This design comes from an exercise in tuning for small area on the open sky130 flow, not from production work. Function was checked by simulation only, so behaviour that the tests miss may differ from the original. No activity file was given, so power comes from the tool's default toggle rates.

==> flow/design.v <==
`default_nettype none
package sift_pkg;
    localparam int PIX_BITS    = 8;
    localparam int IMG_W       = 8;
    localparam int IMG_H       = 8;
    localparam int BASE_PIXELS = IMG_W * IMG_H;
    localparam int HALF_W      = IMG_W / 2;
    localparam int HALF_PIXELS = HALF_W * (IMG_H / 2);
    localparam int BASE_ADDR_BITS = $clog2(BASE_PIXELS);   
    localparam int HALF_ADDR_BITS = $clog2(HALF_PIXELS);   
    localparam int CLKS_PER_BAUD = 50;   
    typedef logic [PIX_BITS-1:0]              pixel_t;
    typedef logic [BASE_ADDR_BITS-1:0]        base_addr_t;
    typedef logic [HALF_ADDR_BITS-1:0]        half_addr_t;
    typedef logic [$clog2(CLKS_PER_BAUD)-1:0] baud_cnt_t;   
    typedef struct packed {
        logic   valid;
        pixel_t data;
    } rx_byte_t;
    typedef struct packed {
        logic       en;
        base_addr_t addr;
        pixel_t     data;
    } base_wr_t;
    typedef struct packed {
        logic       en;
        half_addr_t addr;
        pixel_t     data;
    } half_wr_t;
endpackage
`default_nettype wire
`timescale 1ns/1ps
`default_nettype none
module uart_rx (
    input  wire logic         clk_100mhz,
    input  wire logic         sys_rst,
    input  wire logic         rxd_i,
    output sift_pkg::rx_byte_t rx_byte_o
);
    typedef enum logic [1:0] {
        IDLE,
        START,
        DATA,
        STOP
    } rx_state_t;
    rx_state_t state;
    logic      rxd_meta;
    logic      rxd_sync;
    sift_pkg::baud_cnt_t baud_cnt;
    logic [2:0] bit_cnt;
    sift_pkg::pixel_t    shift_q;    
    logic      byte_vld;
    always_ff @(posedge clk_100mhz) begin
        if (sys_rst) begin
            rxd_meta <= 1'b1;
            rxd_sync <= 1'b1;
        end else begin
            rxd_meta <= rxd_i;
            rxd_sync <= rxd_meta;
        end
    end
    always_ff @(posedge clk_100mhz) begin
        if (sys_rst) begin
            state    <= IDLE;
            baud_cnt <= '0;
            bit_cnt  <= '0;
            byte_vld <= 1'b0;
        end else begin
            byte_vld <= 1'b0;   
            case (state)
                IDLE: begin
                    baud_cnt <= '0;
                    if (!rxd_sync) state <= START;   
                end
                START: begin
                    if (baud_cnt == sift_pkg::baud_cnt_t'(sift_pkg::CLKS_PER_BAUD / 2 - 1)) begin
                        baud_cnt <= '0;
                        bit_cnt  <= '0;
                        state    <= rxd_sync ? IDLE : DATA;   
                    end else begin
                        baud_cnt <= baud_cnt + 1'b1;
                    end
                end
                DATA: begin
                    if (baud_cnt == sift_pkg::baud_cnt_t'(sift_pkg::CLKS_PER_BAUD - 1)) begin
                        baud_cnt <= '0;
                        shift_q  <= {rxd_sync, shift_q[sift_pkg::PIX_BITS-1:1]};   
                        bit_cnt  <= bit_cnt + 1'b1;
                        if (bit_cnt == 3'd7) state <= STOP;
                    end else begin
                        baud_cnt <= baud_cnt + 1'b1;
                    end
                end
                STOP: begin
                    if (baud_cnt == sift_pkg::baud_cnt_t'(sift_pkg::CLKS_PER_BAUD - 1)) begin
                        byte_vld <= rxd_sync;   
                        state    <= IDLE;
                    end else begin
                        baud_cnt <= baud_cnt + 1'b1;
                    end
                end
                default: state <= IDLE;
            endcase
        end
    end
    assign rx_byte_o.valid = byte_vld;
    assign rx_byte_o.data  = shift_q;   
endmodule
`default_nettype wire
`timescale 1ns/1ps
`default_nettype none
module frame_loader (
    input  wire logic          clk_100mhz,
    input  wire logic          sys_rst,
    input  wire sift_pkg::rx_byte_t rx_byte_i,
    output sift_pkg::base_wr_t base_wr_o,
    output logic               frame_done_o
);
    sift_pkg::base_addr_t pix_cnt;    
    logic       wr_en;
    sift_pkg::base_addr_t wr_addr;
    sift_pkg::pixel_t     wr_data;
    always_ff @(posedge clk_100mhz) begin
        if (sys_rst) begin
            pix_cnt      <= '0;
            wr_en        <= 1'b0;
            frame_done_o <= 1'b0;
        end else begin
            wr_en        <= rx_byte_i.valid;
            frame_done_o <= 1'b0;
            if (rx_byte_i.valid) begin
                pix_cnt <= pix_cnt + 1'b1;   
                frame_done_o <= (pix_cnt == sift_pkg::base_addr_t'(sift_pkg::BASE_PIXELS - 1));
            end
        end
    end
    always_ff @(posedge clk_100mhz) begin
        if (rx_byte_i.valid) begin
            wr_addr <= pix_cnt;
            wr_data <= rx_byte_i.data;
        end
    end
    assign base_wr_o = {wr_en, wr_addr, wr_data};
endmodule
`default_nettype wire
`timescale 1ns/1ps
`default_nettype none
module pixel_ram #(
    parameter int DEPTH     = sift_pkg::BASE_PIXELS,
    parameter int ADDR_BITS = sift_pkg::BASE_ADDR_BITS
) (
    input  wire logic                 clk_100mhz,
    input  wire logic                 wr_en_i,
    input  wire logic [ADDR_BITS-1:0] wr_addr_i,
    input  wire sift_pkg::pixel_t     wr_data_i,
    input  wire logic [ADDR_BITS-1:0] rd_addr_i,
    output sift_pkg::pixel_t          rd_data_o
);
    sift_pkg::pixel_t mem [DEPTH];   
    always_ff @(posedge clk_100mhz) begin
        if (wr_en_i) begin
            mem[wr_addr_i] <= wr_data_i;
        end
        rd_data_o <= mem[rd_addr_i];   
    end
endmodule
`default_nettype wire
`timescale 1ns/1ps
`default_nettype none
module octave_downsampler (
    input  wire logic              clk_100mhz,
    input  wire logic              sys_rst,
    input  wire logic              frame_done_i,
    output sift_pkg::base_addr_t   base_rd_addr_o,
    input  wire sift_pkg::pixel_t  base_rd_data_i,
    output sift_pkg::half_wr_t     half_wr_o,
    output logic                   pyr_done_o
);
    typedef enum logic [1:0] {
        IDLE,
        READ,
        DRAIN
    } ds_state_t;
    typedef logic [sift_pkg::PIX_BITS+1:0] sum_t;   
    ds_state_t  state;
    sift_pkg::half_addr_t rd_blk;     
    logic [1:0] rd_sub;     
    logic       vld_q;      
    logic [1:0] sub_q;
    sift_pkg::half_addr_t blk_q;
    sum_t       acc;
    sum_t       sum;
    logic       wr_en;
    sift_pkg::half_addr_t wr_addr;
    sift_pkg::pixel_t     wr_data;
    always_comb begin
        int row;
        int col;
        row = 2 * (int'(rd_blk) / sift_pkg::HALF_W) + int'(rd_sub[1]);
        col = 2 * (int'(rd_blk) % sift_pkg::HALF_W) + int'(rd_sub[0]);
        base_rd_addr_o = sift_pkg::base_addr_t'(row * sift_pkg::IMG_W + col);
    end
    always_ff @(posedge clk_100mhz) begin
        if (sys_rst) begin
            state      <= IDLE;
            rd_blk     <= '0;
            rd_sub     <= '0;
            pyr_done_o <= 1'b0;
        end else begin
            pyr_done_o <= 1'b0;
            case (state)
                IDLE: begin
                    rd_blk <= '0;
                    rd_sub <= '0;
                    if (frame_done_i) state <= READ;
                end
                READ: begin
                    rd_sub <= rd_sub + 1'b1;
                    if (rd_sub == 2'd3) rd_blk <= rd_blk + 1'b1;
                    if (rd_sub == 2'd3 && rd_blk == sift_pkg::half_addr_t'(sift_pkg::HALF_PIXELS - 1)) begin
                        state <= DRAIN;
                    end
                end
                DRAIN: begin
                    if (wr_en && wr_addr == sift_pkg::half_addr_t'(sift_pkg::HALF_PIXELS - 1)) begin
                        pyr_done_o <= 1'b1;   
                        state      <= IDLE;
                    end
                end
                default: state <= IDLE;
            endcase
        end
    end
    assign sum = acc + sum_t'(base_rd_data_i);
    always_ff @(posedge clk_100mhz) begin
        if (sys_rst) begin
            vld_q <= 1'b0;
            wr_en <= 1'b0;
        end else begin
            vld_q <= (state == READ);
            wr_en <= vld_q && (sub_q == 2'd3);   
        end
    end
    always_ff @(posedge clk_100mhz) begin
        sub_q <= rd_sub;
        blk_q <= rd_blk;
        if (vld_q) begin
            acc     <= (sub_q == 2'd0) ? sum_t'(base_rd_data_i) : sum;
            wr_addr <= blk_q;
            wr_data <= sum[sift_pkg::PIX_BITS+1:2];   
        end
    end
    assign half_wr_o = {wr_en, wr_addr, wr_data};
endmodule
`default_nettype wire
`timescale 1ns/1ps
`default_nettype none
module uart_tx (
    input  wire logic             clk_100mhz,
    input  wire logic             sys_rst,
    input  wire logic             start_i,
    input  wire sift_pkg::pixel_t data_i,
    output logic                  ready_o,
    output logic                  txd_o
);
    logic                busy;
    sift_pkg::baud_cnt_t           baud_cnt;
    logic [3:0]          bit_cnt;     
    logic [sift_pkg::PIX_BITS:0]   shift_q;     
    always_ff @(posedge clk_100mhz) begin
        if (sys_rst) begin
            busy     <= 1'b0;
            txd_o    <= 1'b1;   
            baud_cnt <= '0;
            bit_cnt  <= '0;
        end else if (!busy) begin
            if (start_i) begin
                busy     <= 1'b1;
                txd_o    <= 1'b0;   
                baud_cnt <= '0;
                bit_cnt  <= '0;
            end
        end else begin
            if (baud_cnt == sift_pkg::baud_cnt_t'(sift_pkg::CLKS_PER_BAUD - 1)) begin
                baud_cnt <= '0;
                if (bit_cnt == 4'd9) begin
                    busy <= 1'b0;   
                end else begin
                    txd_o   <= shift_q[0];
                    bit_cnt <= bit_cnt + 1'b1;
                end
            end else begin
                baud_cnt <= baud_cnt + 1'b1;
            end
        end
    end
    always_ff @(posedge clk_100mhz) begin
        if (!busy && start_i) begin
            shift_q <= {1'b1, data_i};
        end else if (busy && baud_cnt == sift_pkg::baud_cnt_t'(sift_pkg::CLKS_PER_BAUD - 1)) begin
            shift_q <= {1'b1, shift_q[sift_pkg::PIX_BITS:1]};
        end
    end
    assign ready_o = !busy;
endmodule
`default_nettype wire
`timescale 1ns/1ps
`default_nettype none
module image_sender (
    input  wire logic              clk_100mhz,
    input  wire logic              sys_rst,
    input  wire logic              send_req_i,
    output sift_pkg::half_addr_t   half_rd_addr_o,
    input  wire sift_pkg::pixel_t  half_rd_data_i,
    output logic                   tx_start_o,
    output sift_pkg::pixel_t       tx_data_o,
    input  wire logic              tx_ready_i,
    output logic                   busy_o
);
    typedef enum logic [2:0] {
        IDLE,
        FETCH,
        WAIT_TX,
        NEXT,
        FINISH
    } snd_state_t;
    snd_state_t state;
    sift_pkg::half_addr_t rd_addr;
    always_ff @(posedge clk_100mhz) begin
        if (sys_rst) begin
            state      <= IDLE;
            rd_addr    <= '0;
            tx_start_o <= 1'b0;
            busy_o     <= 1'b0;
        end else begin
            tx_start_o <= 1'b0;
            case (state)
                IDLE: begin
                    if (send_req_i) begin   
                        rd_addr <= '0;
                        busy_o  <= 1'b1;
                        state   <= FETCH;
                    end
                end
                FETCH: state <= WAIT_TX;   
                WAIT_TX: begin
                    if (tx_ready_i) begin
                        tx_start_o <= 1'b1;
                        state      <= NEXT;
                    end
                end
                NEXT: begin
                    if (rd_addr == sift_pkg::half_addr_t'(sift_pkg::HALF_PIXELS - 1)) begin
                        state <= FINISH;
                    end else begin
                        rd_addr <= rd_addr + 1'b1;
                        state   <= FETCH;
                    end
                end
                FINISH: begin
                    if (tx_ready_i) begin   
                        busy_o <= 1'b0;
                        state  <= IDLE;
                    end
                end
                default: state <= IDLE;
            endcase
        end
    end
    always_ff @(posedge clk_100mhz) begin
        if (state == WAIT_TX && tx_ready_i) tx_data_o <= half_rd_data_i;
    end
    assign half_rd_addr_o = rd_addr;
endmodule
`default_nettype wire
`timescale 1ns/1ps
`default_nettype none
module sift_front_top (
    input  wire logic clk_100mhz,
    input  wire logic sys_rst,
    input  wire logic uart_rxd_i,
    input  wire logic send_req_i,
    output logic      uart_txd_o,
    output logic      frame_loaded_o,
    output logic      pyramid_done_o,
    output logic      busy_o
);
    sift_pkg::rx_byte_t   rx_byte;
    sift_pkg::base_wr_t   base_wr;
    sift_pkg::base_addr_t base_rd_addr;
    sift_pkg::pixel_t     base_rd_data;
    sift_pkg::half_wr_t   half_wr;
    sift_pkg::half_addr_t half_rd_addr;
    sift_pkg::pixel_t     half_rd_data;
    logic       tx_start;
    sift_pkg::pixel_t     tx_data;
    logic       tx_ready;
    uart_rx u_uart_rx (
        .clk_100mhz (clk_100mhz),
        .sys_rst    (sys_rst),
        .rxd_i      (uart_rxd_i),
        .rx_byte_o  (rx_byte)
    );
    frame_loader u_frame_loader (
        .clk_100mhz   (clk_100mhz),
        .sys_rst      (sys_rst),
        .rx_byte_i    (rx_byte),
        .base_wr_o    (base_wr),
        .frame_done_o (frame_loaded_o)   
    );
    pixel_ram #(.DEPTH(sift_pkg::BASE_PIXELS), .ADDR_BITS(sift_pkg::BASE_ADDR_BITS)) u_base_ram (
        .clk_100mhz (clk_100mhz),
        .wr_en_i    (base_wr.en),
        .wr_addr_i  (base_wr.addr),
        .wr_data_i  (base_wr.data),
        .rd_addr_i  (base_rd_addr),
        .rd_data_o  (base_rd_data)
    );
    octave_downsampler u_downsampler (
        .clk_100mhz     (clk_100mhz),
        .sys_rst        (sys_rst),
        .frame_done_i   (frame_loaded_o),
        .base_rd_addr_o (base_rd_addr),
        .base_rd_data_i (base_rd_data),
        .half_wr_o      (half_wr),
        .pyr_done_o     (pyramid_done_o)
    );
    pixel_ram #(.DEPTH(sift_pkg::HALF_PIXELS), .ADDR_BITS(sift_pkg::HALF_ADDR_BITS)) u_half_ram (
        .clk_100mhz (clk_100mhz),
        .wr_en_i    (half_wr.en),
        .wr_addr_i  (half_wr.addr),
        .wr_data_i  (half_wr.data),
        .rd_addr_i  (half_rd_addr),
        .rd_data_o  (half_rd_data)
    );
    image_sender u_image_sender (
        .clk_100mhz     (clk_100mhz),
        .sys_rst        (sys_rst),
        .send_req_i     (send_req_i),
        .half_rd_addr_o (half_rd_addr),
        .half_rd_data_i (half_rd_data),
        .tx_start_o     (tx_start),
        .tx_data_o      (tx_data),
        .tx_ready_i     (tx_ready),
        .busy_o         (busy_o)
    );
    uart_tx u_uart_tx (
        .clk_100mhz (clk_100mhz),
        .sys_rst    (sys_rst),
        .start_i    (tx_start),
        .data_i     (tx_data),
        .ready_o    (tx_ready),
        .txd_o      (uart_txd_o)
    );
endmodule
`default_nettype wire
==> flow/run.sh <==
#!/bin/bash
# synth_recipe.tcl (not shown) runs the flow's synth.tcl, then flattens the netlist and writes it again
# the make line also repeats each setting of config.mk as NAME=value (left out here)
make -C /OpenROAD-flow-scripts/flow DESIGN_CONFIG=/design/flow/config.mk WORK_HOME=/design/flow/orfs CLKGATE_MAP_FILE= SYNTH_SCRIPT=/design/flow/synth_recipe.tcl finish
==> flow/config.mk <==
export PLATFORM = sky130hd
export DESIGN_NAME = sift_front_top
export DESIGN_NICKNAME = sift_front_top
export VERILOG_FILES = /design/flow/design.v
export SDC_FILE = /design/flow/constraint.sdc
export NUM_CORES = 4
export LEC_CHECK = 0
export CAP_MARGIN = 20
export CORE_MARGIN = 2
export CORE_UTILIZATION = 40
export SLEW_MARGIN = 20
==> flow/constraint.sdc <==
create_clock -name core_clock -period 10.0 [get_ports {clk_100mhz}]
set_input_delay 2.0000 -clock core_clock [delete_from_list [all_inputs] [get_ports {clk_100mhz}]]
set_output_delay 2.0000 -clock core_clock [all_outputs]
set_load 0.01 [all_outputs]
==> summary.txt <==
The total track usage is 16.1%. In this run the power density over the cells is 190 nW/um^2. The synthesis warning total came out at 7. The layout cell share with drive strength beyond 1 came out at 19.1%.

Subtracting the final worst setup slack from the clock period gives 3.58 ns. The clock latency of the later-clocked register in the worst-skew pair came out at 0.62 ns. Ranked by instance count, the synthesized netlist is headed by 700 x sky130_fd_sc_hd__edfxtp_1, 146 x sky130_fd_sc_hd__mux4_2, 133 x sky130_fd_sc_hd__nor2_1. The number of global-route vias before repair is 14,700.

The path class of the tightest hold or removal check is reg2reg. The root buffer cell chosen for the clock tree is sky130_fd_sc_hd__clkbuf_16. The buffers inserted during post-CTS setup optimization is 0. The number of buffers inserted during clock tree synthesis came out at 80.

STA classifies the critical path startpoint as a register. For the pin with the worst max-slew slack, the measured transition is 1.14 ns. The cts-stage hold buffer count came out at 0. In this run, the clock network consumes 44.2% of the power.

Of the total power, the share spent switching nets is 19.3%. The most numerous cell in the Yosys netlist is sky130_fd_sc_hd__edfxtp_1. Summed over all instances, the cell type with the most area after synthesis is sky130_fd_sc_hd__edfxtp_1. Of all flip-flops after synthesis, the portion carrying an async set or reset was 0%. The worst hold path passes through 0 cells. The number of flops mapped to enable cells by yosys came out at 700.

The largest voltage drop on the vdd net came out at 130 uV. The final net count came out at 1,600. By area the synthesized netlist is led by sky130_fd_sc_hd__edfxtp_1 70%, sky130_fd_sc_hd__mux4_2 11%, sky130_fd_sc_hd__dfxtp_1 5.1%. The fraction of the yosys area taken by sequential cells is 75.2%.

The static leakage power came out at 10.2 nW. The average instance in the mapped netlist occupies 19.4 um^2. The clock transition at the registers of the reported paths is 0.06 ns.

The number of fill cells came out at 6,311. On the critical path the largest part of the delay comes from buffers and inverters. The arrival time at the worst endpoint came out at 1.58 ns.

The post-route clock period utilization came out at 35.8%. The first-pass GRT wire length is 93,800 um. The die is 278 um tall. The area fraction of the dominant cell type after synthesis came out at 70.1%. The routability-driven placement congestion ratio came out at 0.783. The row count is 100. Summed over all nets, the half-perimeter wirelength after detailed placement is 35,600 um.

The total count of hold-check failures in the final report came out at 0. The final-report setup violation count came out at 0. Summing all multi-input logic gate instances after layout gives 6970 um^2.

The synthesized netlist contains 57 unique library cells. OpenSTA, run right after detailed placement, puts the worst setup slack at 6.24 ns. The placeable core region came out at 74,300 um^2. In this run the number of cells on the critical path is 1. The internal portion of total power came out at 5.13 mW. The number of antenna violations at the first check in global routing is 0. The final worst-path setup slack came out at 6.42 ns. The flow ran to the end and the layout has no timing, DRC or antenna violations. The H-tree was split into 3 levels. Headroom to the max-slew limit came out at 23.9%. The maximum number of pins on one net before global-route repair is 94. Traced cell by cell, the critical path runs through clkdlybuf4s50_1. The number of DRC markers in iteration 0 is 1,336.

By startpoint and endpoint, the worst setup path is classified as reg2out. The number of nets with antenna violations after routing came out at 0. The via count normalized by instance count is 5.55. The routed length per placed instance came out at 23.7 um. The slowest cell on the critical path is sky130_fd_sc_hd__clkdlybuf4s50_1. The clock drives 776 sinks.

At the worst endpoint, the required time is 8.00 ns. The number of I/O pins came out at 8. The part of the power in combinational logic is 0.7%.

The count of final max-slew check failures is 0. The final worst clock skew is 0.0302 ns. The area occupied by registers came out at 22,600 um^2. The highest attainable clock frequency is 0.280 GHz.

The synthesized design contains 776 register bits. The count of cells along the worst register-to-register path is 6. The maximum buffer depth of the clock tree is 3. The total die area came out at 77,200 um^2.

The die extent in x is 278 um. Port buffering added 7 buffers. For this run, the slowest stage of the critical path takes 0.63 ns. The number of antenna diodes in the final layout is 0. The endpoint kind of the worst setup timing path is an output port. The most used flip-flop cell after synthesis is sky130_fd_sc_hd__edfxtp_1. After technology mapping, the gate count stands at 1,542.

The TritonCTS clock tree is done. The detailed-routing iteration count for the pre-antenna-repair pass came out at 5. After synthesis the cells add up to 30,000 um^2. The register share of total power came out at 55.1%.

The initial core utilization is 40.3%. Setup repair after global routing left no endpoint under its margin. The count of instances resized after the clock tree is built is 0. The total overflow left after global routing is 0. The maximum fanout encountered on the critical timing path is 2.

The reported max-cap violation count came out at 0. The total length of routed wires came out at 61,600 um. The total buffers and inverters traversed by the critical path is 1. The number of vias after detailed routing came out at 14,400. The post-route setup TNS came out at 0 ns. The post-synthesis net count is 1,568.

The post-detailed-route DRC marker count came out at 0. Summed over all nets, the switching power comes to 1.23 mW. The post-synthesis to final-layout area growth is 11.6%.
power by group through the flow:
stage,registers (mW),clock network [mW],logic (mW)
floorplan,3.57,0,0.0364
global placement,3.57,0,0.0456
detailed placement,3.57,0,0.0471
CTS,3.50,2.87,0.0474
global route,3.50,3.00,0.0521
finish,3.50,2.81,0.0462
logic make-up (layout without fill, tap and decap cells):
kind of cell	count (synthesis)	in the layout	share of synthesized area (%)
mux	192	192	13.8
buf+inv	90	179	1.65
simple gates	300	300	4.62
xor+xnor	17	17	0.497
flops	776	776	75.2
compound gates	145	145	3.30
fa+ha+maj	22	22	0.943
stage by stage:
stage	util (%)	power (mW)	hold slack (ns)	cells	cell area, um^2
floorplan	-	3.60	0.329	1542	30000
global placement	41.7	3.62	0.386	2461	31000
detailed placement	41.7	3.62	0.389	2461	31000
CTS	45.0	6.42	0.404	2600	33500
global route	45.0	6.56	0.420	2600	33500
finish	45.0	6.36	0.404	2600	33500
routing by layer:
metal | vias to the layer above | share of wire [%] | global-route usage [%]
li1 | 6332 | - | -
met1 | 7535 | 44 | 22.7
met2 | 441 | 48 | 26.0
met3 | 116 | 5.3 | 2.64
met4 | 0 | 2.4 | 4.86
met5 | - | 0 | 0
cell usage in the layout (no fill, tap or decap), types with 13 or more instances in the layout:
master                      netlist  final
sky130_fd_sc_hd__nand2_1         60     60
sky130_fd_sc_hd__nand3_1         17     17
sky130_fd_sc_hd__edfxtp_1       700    700
sky130_fd_sc_hd__mux4_1          23     23
sky130_fd_sc_hd__a21oi_1         31     31
sky130_fd_sc_hd__mux2_2          15     15
sky130_fd_sc_hd__o21ai_0         23     23
sky130_fd_sc_hd__ha_1            21     21
sky130_fd_sc_hd__inv_1           15     15
sky130_fd_sc_hd__clkinv_2         0     17
sky130_fd_sc_hd__mux4_2         146    146
sky130_fd_sc_hd__clkbuf_16        0     83
sky130_fd_sc_hd__dfxtp_1         76     73
sky130_fd_sc_hd__a22oi_1         36     36
sky130_fd_sc_hd__nand2b_1        13     13
sky130_fd_sc_hd__buf_4            5     17
sky130_fd_sc_hd__nor2_1         133    131
sky130_fd_sc_hd__nor3_1          21     19
sky130_fd_sc_hd__clkbuf_1        35     15
layout make-up:
type | instances | area share (%)
flip-flops and latches | 776 | 67.4
multi-input cells | 676 | 20.8
clock buffers | 101 | 6.50
well taps | 969 | 3.62
clock inverters | 38 | 0.893
repair buffers | 25 | 0.635
inverters | 15 | 0.168
registers in the layout (all words and copies together) (netlist names), 4 cells and up, named ones only:
register	cells
u_frame_loader.wr_addr	6
u_base_ram.mem	512
u_uart_tx.baud_cnt	6
u_uart_rx.shift_q	8
u_downsampler.acc	10
u_half_ram.mem	128
u_uart_tx.bit_cnt	4
u_image_sender.tx_data_o	8
u_downsampler.wr_addr	4
u_uart_tx.shift_q	8
u_half_ram.rd_data_o	8
u_base_ram.rd_data_o	8
u_image_sender.rd_addr	4
u_uart_rx.baud_cnt	6
u_frame_loader.pix_cnt	6
u_downsampler.rd_blk	4
u_downsampler.blk_q	4
u_downsampler.wr_data	8
u_frame_loader.wr_data	8
final timing paths:
kind / startpoint / slack, ns / end
worst max register to register: u_downsampler.rd_blk[0] / 6.55 / u_base_ram.rd_data_o[6]
worst min register to register: u_downsampler.blk_q[0] / 0.40 / u_downsampler.wr_addr[0]
worst min-delay path: u_downsampler.blk_q[0] / 0.40 / u_downsampler.wr_addr[0]
worst max-delay path: u_frame_loader.frame_done_o / 6.42 / frame_loaded_o

-- what the ideal ports hide --
No port has a modelled driver above. Below, the same layout with a new extraction and two added sets of constraints. Step 1: set_driving_cell puts a clkbuf_16 on clk_100mhz and a buf_2 on each other input, an assumption about the parent block. Step 2 moves the port delays by t, midway between the first and last clock arrival at a register: inputs arrive t later, outputs are due t later. That takes back most of the time a late clock gives input paths. a / b / c = ideal ports / drivers / drivers and shift; a / b = the first two.
t (ns): 0.669
slack for setup (ns): 6.423 / 6.360 / 6.254
hold slack, ns: 0.404 / 0.404 / 0.404
latest minus earliest clock arrival (ns): 0.031 / 0.031
worst register clock-pin slew, ns: 0.06 / 0.06
After both steps setup and hold are still met in this run. For this run, drivers alone change the setup slack by -0.063 ns; drivers and shift together by -0.169 ns.
